Background: an optimization exercise with open tools, aiming at small area, a short achievable clock period and few clock cycles. Do not read the settings as production practice.
The RTL was checked by simulation tests, not by an equivalence proof against the original design.
No activity file was given, so power comes from the tool's default toggle rates.

`design/flow/design.v`:
```
`default_nettype none
package cache_geom_pkg;
  localparam int WORD_W      = 32;                        
  localparam int BLOCK_WORDS = 4;                         
  localparam int OFFSET_W    = $clog2(BLOCK_WORDS);       
  localparam int SETS        = 8;
  localparam int INDEX_W     = $clog2(SETS);
  localparam int TAG_W       = WORD_W - INDEX_W - OFFSET_W;
  localparam int WAYS        = 4;                         
  localparam int AGE_W       = $clog2(WAYS);              
  localparam int BLOCK_W     = BLOCK_WORDS * WORD_W;
  typedef union packed {
    logic [WORD_W-1:0] word;
    struct packed {
      logic [TAG_W-1:0]    tag;
      logic [INDEX_W-1:0]  index;
      logic [OFFSET_W-1:0] offset;                        
    } f;
  } cache_addr_u;
endpackage
`default_nettype wire
`default_nettype none
package cache_ctrl_pkg;
  localparam logic [2:0] ST_IDLE     = 3'd0;   
  localparam logic [2:0] ST_LOOKUP   = 3'd1;   
  localparam logic [2:0] ST_COMPARE  = 3'd2;   
  localparam logic [2:0] ST_EVICT    = 3'd3;   
  localparam logic [2:0] ST_ALLOCATE = 3'd4;   
  localparam logic [2:0] ST_UPDATE   = 3'd5;   
  localparam logic OP_READ  = 1'b0;
  localparam logic OP_WRITE = 1'b1;
endpackage
`default_nettype wire
`timescale 1ns/1ps
`default_nettype none
import cache_geom_pkg::*;
import cache_ctrl_pkg::*;
module cache_fsm (
  input  wire                                clk,
  input  wire                                rst_n,
  input  wire                                cpu_req_enable,
  input  wire                                cpu_req_rw,
  input  wire [cache_geom_pkg::WORD_W-1:0]   cpu_req_addr,
  input  wire [cache_geom_pkg::WORD_W-1:0]   cpu_req_datain,
  output logic                               cpu_res_ready,
  output logic [cache_geom_pkg::WORD_W-1:0]  cpu_res_dataout,
  output logic                               mem_req_enable,
  output logic                               mem_req_rw,
  output logic [cache_geom_pkg::WORD_W-1:0]  mem_req_addr,
  output logic [cache_geom_pkg::BLOCK_W-1:0] mem_req_dataout,
  input  wire                                mem_req_ready,
  input  wire [cache_geom_pkg::BLOCK_W-1:0]  mem_req_datain,
  input  wire                                hit,
  input  wire                                evict,
  input  wire [cache_geom_pkg::TAG_W-1:0]    victim_tag,
  input  wire [cache_geom_pkg::BLOCK_W-1:0]  sel_block,
  input  wire [cache_geom_pkg::BLOCK_W-1:0]  new_block,
  output cache_geom_pkg::cache_addr_u        req_addr,
  output logic                               req_rw,
  output logic [cache_geom_pkg::WORD_W-1:0]  req_data,
  output logic [cache_geom_pkg::BLOCK_W-1:0] fill_block,
  output logic                               rd_en,
  output logic                               wr_en
);
  logic [2:0]   state;
  logic [2:0]   state_nxt;
  logic         mem_done;       
  cache_geom_pkg::cache_addr_u  mem_addr;
  assign mem_done = mem_req_enable & mem_req_ready;
  always_comb begin
    state_nxt = state;
    case (state)
      ST_IDLE:     if (cpu_req_enable) state_nxt = ST_LOOKUP;
      ST_LOOKUP:   state_nxt = ST_COMPARE;               
      ST_COMPARE: begin
        if (hit)        state_nxt = ST_UPDATE;
        else if (evict) state_nxt = ST_EVICT;            
        else            state_nxt = ST_ALLOCATE;
      end
      ST_EVICT:    if (mem_done) state_nxt = ST_ALLOCATE;
      ST_ALLOCATE: if (mem_done) state_nxt = ST_UPDATE;
      ST_UPDATE:   state_nxt = ST_IDLE;
      default:     state_nxt = ST_IDLE;
    endcase
  end
  always_ff @(posedge clk or negedge rst_n) begin
    if (!rst_n) begin
      state          <= ST_IDLE;
      mem_req_enable <= 1'b0;
    end else begin
      state <= state_nxt;
      case (state)
        ST_COMPARE:            mem_req_enable <= ~hit;
        ST_EVICT, ST_ALLOCATE: mem_req_enable <= ~mem_done;
        default:               mem_req_enable <= 1'b0;
      endcase
    end
  end
  always_ff @(posedge clk) begin
    if (state == ST_IDLE && cpu_req_enable) begin
      req_addr <= cpu_req_addr;                          
      req_rw   <= cpu_req_rw;
      req_data <= cpu_req_datain;
    end
    if (state == ST_COMPARE && evict) begin
      mem_req_dataout <= sel_block;                      
    end
    if (state == ST_ALLOCATE && mem_done) begin
      fill_block <= mem_req_datain;
    end
    if (state == ST_UPDATE) begin
      cpu_res_dataout <= new_block[req_addr.f.offset * WORD_W +: WORD_W];
    end
  end
  always_comb begin
    mem_addr          = req_addr;
    mem_addr.f.offset = '0;
    if (state == ST_EVICT) begin
      mem_addr.f.tag = victim_tag;
    end
  end
  assign mem_req_addr  = mem_addr.word;
  assign mem_req_rw    = (state == ST_EVICT) ? OP_WRITE : OP_READ;
  assign rd_en         = (state == ST_LOOKUP);
  assign wr_en         = (state == ST_UPDATE);           
  assign cpu_res_ready = (state == ST_UPDATE);
endmodule
`default_nettype wire
`timescale 1ns/1ps
`default_nettype none
import cache_geom_pkg::*;
import cache_ctrl_pkg::*;
module line_update (
  input  wire                                                           hit,
  input  wire                                                           req_rw,
  input  wire [cache_geom_pkg::OFFSET_W-1:0]                            req_offset,
  input  wire [cache_geom_pkg::WORD_W-1:0]                              req_data,
  input  wire [cache_geom_pkg::BLOCK_W-1:0]                             sel_block,
  input  wire [cache_geom_pkg::BLOCK_W-1:0]                             fill_block,
  input  wire                                                           sel_dirty,
  input  wire [cache_geom_pkg::AGE_W-1:0]                               sel_age,
  input  wire [cache_geom_pkg::WAYS-1:0][cache_geom_pkg::AGE_W-1:0]     rd_ages,
  output logic [cache_geom_pkg::BLOCK_W-1:0]                            new_block,
  output logic                                                          new_dirty,
  output logic [cache_geom_pkg::WAYS-1:0][cache_geom_pkg::AGE_W-1:0]    new_ages
);
  always_comb begin
    new_block = hit ? sel_block : fill_block;
    if (req_rw == OP_WRITE) begin
      new_block[req_offset * WORD_W +: WORD_W] = req_data;
    end
  end
  always_comb begin
    if (req_rw == OP_WRITE) new_dirty = 1'b1;
    else if (hit)           new_dirty = sel_dirty;      
    else                    new_dirty = 1'b0;           
  end
  always_comb begin
    for (int w = 0; w < WAYS; w++) begin
      if (rd_ages[w] == sel_age)     new_ages[w] = '0;
      else if (rd_ages[w] < sel_age) new_ages[w] = rd_ages[w] + 1'b1;
      else                           new_ages[w] = rd_ages[w];   
    end
  end
endmodule
`default_nettype wire
`timescale 1ns/1ps
`default_nettype none
import cache_geom_pkg::*;
module way_select (
  input  wire [cache_geom_pkg::TAG_W-1:0]                               req_tag,
  input  wire [cache_geom_pkg::WAYS-1:0]                                rd_valid,
  input  wire [cache_geom_pkg::WAYS-1:0]                                rd_dirty,
  input  wire [cache_geom_pkg::WAYS-1:0][cache_geom_pkg::AGE_W-1:0]     rd_ages,
  input  wire [cache_geom_pkg::WAYS-1:0][cache_geom_pkg::TAG_W-1:0]     rd_tags,
  input  wire [cache_geom_pkg::WAYS-1:0][cache_geom_pkg::BLOCK_W-1:0]   rd_blocks,
  output logic                                                          hit,
  output logic                                                          evict,
  output logic [cache_geom_pkg::WAYS-1:0]                               way_sel,
  output logic [cache_geom_pkg::TAG_W-1:0]                              victim_tag,
  output logic [cache_geom_pkg::BLOCK_W-1:0]                            sel_block,
  output logic [cache_geom_pkg::AGE_W-1:0]                              sel_age,
  output logic                                                          sel_dirty
);
  logic [WAYS-1:0] hit_way;
  logic [WAYS-1:0] victim_way;    
  always_comb begin
    for (int w = 0; w < WAYS; w++) begin
      hit_way[w]    = rd_valid[w] && (rd_tags[w] == req_tag);
      victim_way[w] = (rd_ages[w] == AGE_W'(WAYS - 1));
    end
  end
  assign hit     = |hit_way;
  assign way_sel = hit ? hit_way : victim_way;
  assign evict   = !hit && |(victim_way & rd_valid & rd_dirty);
  always_comb begin
    victim_tag = '0;
    sel_block  = '0;
    sel_age    = '0;
    sel_dirty  = 1'b0;
    for (int w = 0; w < WAYS; w++) begin
      if (victim_way[w]) victim_tag = rd_tags[w];
      if (way_sel[w]) begin
        sel_block = rd_blocks[w];
        sel_age   = rd_ages[w];
        sel_dirty = rd_dirty[w];
      end
    end
  end
endmodule
`default_nettype wire
`timescale 1ns/1ps
`default_nettype none
import cache_geom_pkg::*;
module tag_data_array (
  input  wire                                                           clk,
  input  wire                                                           rst_n,
  input  wire                                                           rd_en,
  input  wire                                                           wr_en,
  input  wire [cache_geom_pkg::INDEX_W-1:0]                             index,
  input  wire [cache_geom_pkg::WAYS-1:0]                                wr_way,
  input  wire [cache_geom_pkg::TAG_W-1:0]                               wr_tag,
  input  wire [cache_geom_pkg::BLOCK_W-1:0]                             wr_block,
  input  wire                                                           wr_dirty,
  input  wire [cache_geom_pkg::WAYS-1:0][cache_geom_pkg::AGE_W-1:0]     wr_ages,
  output logic [cache_geom_pkg::WAYS-1:0]                               rd_valid,
  output logic [cache_geom_pkg::WAYS-1:0]                               rd_dirty,
  output logic [cache_geom_pkg::WAYS-1:0][cache_geom_pkg::AGE_W-1:0]    rd_ages,
  output logic [cache_geom_pkg::WAYS-1:0][cache_geom_pkg::TAG_W-1:0]    rd_tags,
  output logic [cache_geom_pkg::WAYS-1:0][cache_geom_pkg::BLOCK_W-1:0]  rd_blocks
);
  logic [WAYS-1:0]             valid_mem [SETS];
  logic [WAYS-1:0]             dirty_mem [SETS];
  logic [WAYS-1:0][AGE_W-1:0]  age_mem   [SETS];
  logic [TAG_W-1:0]            tag_mem   [SETS][WAYS];
  logic [BLOCK_W-1:0]          block_mem [SETS][WAYS];
  always_ff @(posedge clk or negedge rst_n) begin
    if (!rst_n) begin
      for (int s = 0; s < SETS; s++) begin
        valid_mem[s] <= '0;                         
        dirty_mem[s] <= '0;
        for (int w = 0; w < WAYS; w++) begin
          age_mem[s][w] <= AGE_W'(w);               
        end
      end
      rd_valid <= '0;
      rd_dirty <= '0;
      for (int w = 0; w < WAYS; w++) begin
        rd_ages[w] <= AGE_W'(w);
      end
    end else begin
      if (wr_en) begin
        valid_mem[index] <= valid_mem[index] | wr_way;
        dirty_mem[index] <= wr_dirty ? (dirty_mem[index] | wr_way)
                                     : (dirty_mem[index] & ~wr_way);
        age_mem[index]   <= wr_ages;                
      end
      if (rd_en) begin
        rd_valid <= valid_mem[index];
        rd_dirty <= dirty_mem[index];
        rd_ages  <= age_mem[index];
      end
    end
  end
  always_ff @(posedge clk) begin
    for (int w = 0; w < WAYS; w++) begin
      if (wr_en && wr_way[w]) begin
        tag_mem[index][w]   <= wr_tag;
        block_mem[index][w] <= wr_block;
      end
      if (rd_en) begin
        rd_tags[w]   <= tag_mem[index][w];          
        rd_blocks[w] <= block_mem[index][w];
      end
    end
  end
endmodule
`default_nettype wire
`timescale 1ns/1ps
`default_nettype none
import cache_geom_pkg::*;
module cache_top (
  input  wire                                clk,
  input  wire                                rst_n,
  input  wire                                cpu_req_enable,
  input  wire                                cpu_req_rw,
  input  wire [cache_geom_pkg::WORD_W-1:0]   cpu_req_addr,
  input  wire [cache_geom_pkg::WORD_W-1:0]   cpu_req_datain,
  output logic                               cpu_res_ready,
  output logic [cache_geom_pkg::WORD_W-1:0]  cpu_res_dataout,
  output logic                               mem_req_enable,
  output logic                               mem_req_rw,
  output logic [cache_geom_pkg::WORD_W-1:0]  mem_req_addr,
  output logic [cache_geom_pkg::BLOCK_W-1:0] mem_req_dataout,
  input  wire                                mem_req_ready,
  input  wire [cache_geom_pkg::BLOCK_W-1:0]  mem_req_datain
);
  logic                          rd_en;
  logic                          wr_en;
  cache_geom_pkg::cache_addr_u                   req_addr;       
  logic                          req_rw;
  logic [WORD_W-1:0]             req_data;
  logic [BLOCK_W-1:0]            fill_block;     
  logic [WAYS-1:0]               rd_valid;
  logic [WAYS-1:0]               rd_dirty;
  logic [WAYS-1:0][AGE_W-1:0]    rd_ages;
  logic [WAYS-1:0][TAG_W-1:0]    rd_tags;
  logic [WAYS-1:0][BLOCK_W-1:0]  rd_blocks;
  logic                          hit;
  logic                          evict;
  logic [WAYS-1:0]               way_sel;
  logic [TAG_W-1:0]              victim_tag;
  logic [BLOCK_W-1:0]            sel_block;
  logic [AGE_W-1:0]              sel_age;
  logic                          sel_dirty;
  logic [BLOCK_W-1:0]            new_block;
  logic                          new_dirty;
  logic [WAYS-1:0][AGE_W-1:0]    new_ages;
  cache_fsm u_cache_fsm (
    .clk             (clk),
    .rst_n           (rst_n),
    .cpu_req_enable  (cpu_req_enable),
    .cpu_req_rw      (cpu_req_rw),
    .cpu_req_addr    (cpu_req_addr),
    .cpu_req_datain  (cpu_req_datain),
    .cpu_res_ready   (cpu_res_ready),
    .cpu_res_dataout (cpu_res_dataout),
    .mem_req_enable  (mem_req_enable),
    .mem_req_rw      (mem_req_rw),
    .mem_req_addr    (mem_req_addr),
    .mem_req_dataout (mem_req_dataout),
    .mem_req_ready   (mem_req_ready),
    .mem_req_datain  (mem_req_datain),
    .hit             (hit),
    .evict           (evict),
    .victim_tag      (victim_tag),
    .sel_block       (sel_block),
    .new_block       (new_block),
    .req_addr        (req_addr),
    .req_rw          (req_rw),
    .req_data        (req_data),
    .fill_block      (fill_block),
    .rd_en           (rd_en),
    .wr_en           (wr_en)
  );
  way_select u_way_select (
    .req_tag    (req_addr.f.tag),
    .rd_valid   (rd_valid),
    .rd_dirty   (rd_dirty),
    .rd_ages    (rd_ages),
    .rd_tags    (rd_tags),
    .rd_blocks  (rd_blocks),
    .hit        (hit),
    .evict      (evict),
    .way_sel    (way_sel),
    .victim_tag (victim_tag),
    .sel_block  (sel_block),
    .sel_age    (sel_age),
    .sel_dirty  (sel_dirty)
  );
  line_update u_line_update (
    .hit        (hit),
    .req_rw     (req_rw),
    .req_offset (req_addr.f.offset),
    .req_data   (req_data),
    .sel_block  (sel_block),
    .fill_block (fill_block),
    .sel_dirty  (sel_dirty),
    .sel_age    (sel_age),
    .rd_ages    (rd_ages),
    .new_block  (new_block),
    .new_dirty  (new_dirty),
    .new_ages   (new_ages)
  );
  tag_data_array u_tag_data_array (
    .clk       (clk),
    .rst_n     (rst_n),
    .rd_en     (rd_en),
    .wr_en     (wr_en),
    .index     (req_addr.f.index),
    .wr_way    (way_sel),            
    .wr_tag    (req_addr.f.tag),
    .wr_block  (new_block),
    .wr_dirty  (new_dirty),
    .wr_ages   (new_ages),
    .rd_valid  (rd_valid),
    .rd_dirty  (rd_dirty),
    .rd_ages   (rd_ages),
    .rd_tags   (rd_tags),
    .rd_blocks (rd_blocks)
  );
endmodule
`default_nettype wire
```
`design/flow/run.sh`:
```
#!/bin/bash
# synth_recipe.tcl (not shown) runs the flow's synth.tcl, then flattens the netlist and writes it again
# the make line also repeats each setting of config.mk as NAME=value (left out here)
make -C /OpenROAD-flow-scripts/flow DESIGN_CONFIG=/design/flow/config.mk WORK_HOME=/design/flow/orfs CLKGATE_MAP_FILE= SYNTH_SCRIPT=/design/flow/synth_recipe.tcl finish
```
`design/flow/config.mk`:
```
export PLATFORM = sky130hd
export DESIGN_NAME = cache_top
export DESIGN_NICKNAME = cache_top
export VERILOG_FILES = /design/flow/design.v
export SDC_FILE = /design/flow/constraint.sdc
export NUM_CORES = 4
export LEC_CHECK = 0
export CAP_MARGIN = 20
export CELL_PAD_IN_SITES_DETAIL_PLACEMENT = 1
export CELL_PAD_IN_SITES_GLOBAL_PLACEMENT = 2
export CORE_MARGIN = 2
export CORE_UTILIZATION = 30
export PLACE_DENSITY = 0.36
export SLEW_MARGIN = 20
```
`design/flow/constraint.sdc`:
```
create_clock -name core_clock -period 7.0 [get_ports {clk}]
set_input_delay 1.4000 -clock core_clock [delete_from_list [all_inputs] [get_ports {clk}]]
set_output_delay 1.4000 -clock core_clock [all_outputs]
set_load 0.01 [all_outputs]
```
==> key figures <==
Outcome
  • Outcome: no timing/DRC/antenna violations

Yosys
  • Cell area after synthesis: approximately 230000 um2
  • Post-synth top area share: approximately three quarters
  • Largest area contributor in the netlist: edfxtp_1
  • Synth Register Bits: ~6000
  • Ys Warns: 7
  • Primary FF master, synth: edfxtp_1
  • EDFF count, synth: just under 6000
  • Cells after Synth: ~11000
  • Adder-cell share of the synthesized area: less than 1%
  • Mapped Avg Cell Area: about 21 um2
  • Synth area leaders: edfxtp_1 76%, mux4_2 12%, mux2_2 3.1%, dfrtp_1 1.2%, nand2_1 0.80%
  • Sequential area share after synthesis: approximately 80%
  • Largest family of logic cells by synthesized area: multiplexers
  • Mux cell area share after synthesis: around 15%
  • Synth Area in XOR/XNOR: less than 1%
  • Synth cell types: 72
  • Compound-Gate Fraction of Synth Area: about 3.5%
  • Area share of and/or/nand/nor cells after synthesis: between 1.5 and 2%
  • Post-synth ARST share: under 10%

Min path
  • Worst Hold Class: in2async

Floorplan
  • Core outline area: 778000 um2
  • IO Pins: 392
  • Number of cell rows: about 320
  • Die area: about 790000 um2
  • Die width: just under 900 um
  • Initial Util: a little under a third
  • Die H: roughly 900 um

Placed design
  • Final GP Congestion: between 0.7 and 0.8
  • Dpl ws: 0.612 ns
  • Dpl cells: between 20000 and 25000
  • Detailed Place HPWL: between 500 and 600 mm
  • I/O Buffers: 389

CTS
  • # H-tree levels: 6
  • Clk Latency, worst-skew pair: 1.15 ns
  • CTS sink count: about 6100
  • Clock slew at reported path FFs: around 0.06 ns
  • Number of buffers added for setup after CTS: 0
  • Root Buffer Master: clkbuf_16
  • CTS tree: built
  • PostCTS Resize Cnt: 0
  • Hold_buf cts: 0
  • CTS buffer count: 719
  • Max clock buf depth: 4

Global routing
  • Antenna violations before repair: a little under 90
  • Vias in the first global route: ~130k
  • Largest net degree at the start of global routing: between 100 and 150
  • Overall Global Routing Usage: between 20% and 30%
  • First-pass GRT wire length: approximately 1300 mm
  • Grt ovf: 0

Setup path
  • R2r worst-path depth: 11
  • CP bufs+invs: 3
  • WP depth: 10
  • Worst R2R Setup Slack: roughly 0.53 ns
  • Crit. Startpoint: u_tag_data_array.rd_ages[1]
  • Crit Reg-Reg Startpoint: u_cache_fsm.req_addr[11]
  • Critical path class: reg2out
  • FF-to-FF End: u_tag_data_array.block_mem[17][38]
  • Worst stage delay on the critical path: 0.82 ns
  • Crit-path cells: ha_2, inv_1, nor2_1, buf_4, a221o_1, o21ai_0, nor2_1, a21oi_1, o21ai_0, clkdlybuf4s50_1
  • Req. time, crit path: 5.60 ns
  • Worst Path Arrival: ~5.1 ns
  • Worst setup path endpoint: mem_req_addr[7]
  • CP endpoint kind: output port
  • Slowest CP cell: ha_2
  • Worst-path fanout max: 16
  • Delay-heaviest family, CP: buffers and inverters
  • CP Launch Type: flip-flop

Final layout
  • Area grow syn2layout: 19.0%
  • Final layout net count: roughly 12000
  • Most common cell after layout, fill and taps aside: edfxtp_1
  • Commonest cells after routing, fill and taps aside: 5933 x edfxtp_1, 1255 x mux4_2, 735 x clkbuf_16
  • Fillcell total: between 70000 and 80000
  • Multi-input logic area: a little over 50000 um2
  • Layout Cells excl Fill: between 20000 and 25000
  • Register Area: between 150000 and 200000 um2
  • Share of cells above drive strength 1: between 20 and 30%

Power and ir drop
  • Switching Share: between 20 and 30%
  • Leakage: about 87 nW
  • Clk pwr share: between 30% and 40%
  • NetSw: 26.4 mW
  • Combinational Power Share: between 10% and 20%
  • Int Pwr: a little under 70 mW
  • Pwr/cell area: roughly 340 nW/um2
  • Worst VDD drop: ~240 uV
  • Sequential power share: 46.5%

Detailed routing
  • ANT nets after route: 0
  • Routed WL per cell: approximately 42 um
  • Wirelength, routed: a little under 1000 mm
  • Drc violations: 0
  • Vias: 121142
  • Via density: between 5 and 6
  • DRT iter0 DRCs: around 12000
  • Drt first pass iters: 5

Timing
  • Relative max-transition margin: 18.3%
  • Hold slack: about 0.36 ns
  • Setup TNS: 0 ns
  • Max Clock Skew: around 0.041 ns
  • Crit path time final: between 6 and 7 ns
  • F_max: 154 MHz
  • Final Hold Vio Count: 0
  • Final worst setup slack: between 0.5 and 0.6 ns
  • Final Slew Violations: 0
  • Period utilisation layout: 92.5%
  • Unrepaired setup endpoints after global routing: false
  • # setup viols final: 0
  • Least-Margin Pin Slew: between 1 and 1.5 ns

Job
  • Max Cap Viol: 0
## cell usage after synthesis (all sizes together) (9+ instances only)
library cell,n
a211oi,14
a21o,34
a21oi,99
a221o,63
a221oi,23
a22o,109
a22oi,25
a311oi,76
a31oi,133
and2,9
buf,217
clkbuf,449
dfrtp,112
dfstp,36
edfxtp,5933
ha,17
inv,77
mux2,640
mux2i,20
mux4,1255
nand2,501
nand2b,57
nand3,114
nand4,26
nor2,217
nor4,13
o21ai,241
o22ai,34
o31ai,150
o41ai,76
xnor2,74
xor2,36
## cells by family (layout without fill, tap and decap cells)
kind of cell / Yosys count / after routing
DFF: 6081 / 6081
muxes: 1915 / 1915
AOI/OAI and AO/OA: 1087 / 1087
and+or+nand+nor: 979 / 979
buffers and inverters: 744 / 2370
xor gates and xnor gates: 110 / 110
adders and majority gates: 17 / 17
other: 1 / 49
## worst min path at each step
stage / end / depth (start not counted) / slack (ns)
floorplan: u_tag_data_array.dirty_mem[0][3] / 2 / 0.44
global placement: u_tag_data_array.valid_mem[5][3] / 2 / 0.46
detailed placement: u_tag_data_array.age_mem[1][4] / 2 / 0.47
CTS: u_tag_data_array.valid_mem[6][1] / 1 / 0.28
global route: u_tag_data_array.valid_mem[6][1] / 1 / 0.37
finish: u_tag_data_array.valid_mem[7][1] / 1 / 0.36
## registers in the layout, summed over array words and instances (netlist names)
signal                       cells
u_cache_fsm.cpu_res_dataout     32
u_cache_fsm.fill_block         128
u_cache_fsm.mem_req_dataout    128
u_cache_fsm.mem_req_enable       1
u_cache_fsm.req_addr            32
u_cache_fsm.req_data            32
u_cache_fsm.req_rw               1
u_cache_fsm.state                3
u_tag_data_array.age_mem        64
u_tag_data_array.block_mem    4096
u_tag_data_array.dirty_mem      32
u_tag_data_array.rd_ages         8
u_tag_data_array.rd_blocks     512
u_tag_data_array.rd_dirty        4
u_tag_data_array.rd_tags       108
u_tag_data_array.rd_valid        4
u_tag_data_array.tag_mem       864
u_tag_data_array.valid_mem      32
## per-layer routing
| metal | global-route usage [%] | vias to the layer above | wire length, um |
|---|---|---|---|
| li1 | - | 47916 | - |
| met5 | 0 | - | 45 |
| met3 | 2.71 | 911 | 37500 |
| met4 | 4.53 | 6 | 19800 |
| met1 | 34.4 | 69115 | 440000 |
| met2 | 40.3 | 3194 | 469000 |
## power groups by stage
stage / clock network (mW) / registers [mW] / logic, mW
final: 36.3 / 44.6 / 15.0
after global routing: 38.5 / 44.7 / 15.9
after detailed placement: 0 / 45.3 / 15.4
after CTS: 37.3 / 44.6 / 15.4
after floorplan: 0 / 45.0 / 7.98
after global placement: 0 / 45.3 / 15.2
## through the flow
stage	utilization (%)	instance area, um2	power, mW
after floorplan	-	234000	53.0
after global placement	32.9	256000	60.5
after detailed placement	32.9	256000	60.7
after CTS	35.8	278000	97.3
after global routing	35.8	278000	99.1
final	35.8	279000	95.8
## worst reg2reg max path, stage by stage (launching register included)
cell	delay (ns)
edfxtp_1	1.03
buf_4	0.37
xnor2_1	0.17
nand4_1	0.28
nor4_4	0.61
nand2_4	0.37
and2_4	0.45
buf_12	0.39
buf_4	0.31
a221o_1	0.35
a31oi_1	0.90
inv_1	0.75
## cell type report
cell class / instances / area share (%)
sequential: 6081 / 65.3
multi-input combinational: 4110 / 18.2
clock buffer: 921 / 6.88
tap: 10269 / 4.61
timing repair buffer: 1001 / 3.72
clock inverter: 370 / 1.13
inverter: 78 / 0.107
antenna: 47 / 0.0422
Testbench counts, summed over its fixed seeds: cycles 18,755.

separate check: timing with driven ports:
The results above use ideal ports. As a check the final layout listed here was re-extracted and re-timed, cells and wires unchanged.
Step 1, drivers: a clkbuf_16 drives clk and a buf_2 each remaining input, both assumed.
Step 2 moves the port delays by t, midway between the first and last clock arrival at a register: inputs arrive t later, outputs are due t later. That takes back most of the time a late clock gives input paths.
a / b / c = ideal / step 1 / step 2; a / b = the first two.
shift t [ns]: 1.270
slack for setup (ns): 0.525 / 0.380 / 0.531
latest minus earliest clock arrival (ns): 0.048 / 0.049
After both steps setup and hold are still met in this run. For this run, drivers alone change the setup slack by -0.145 ns; drivers and shift together by +0.006 ns.
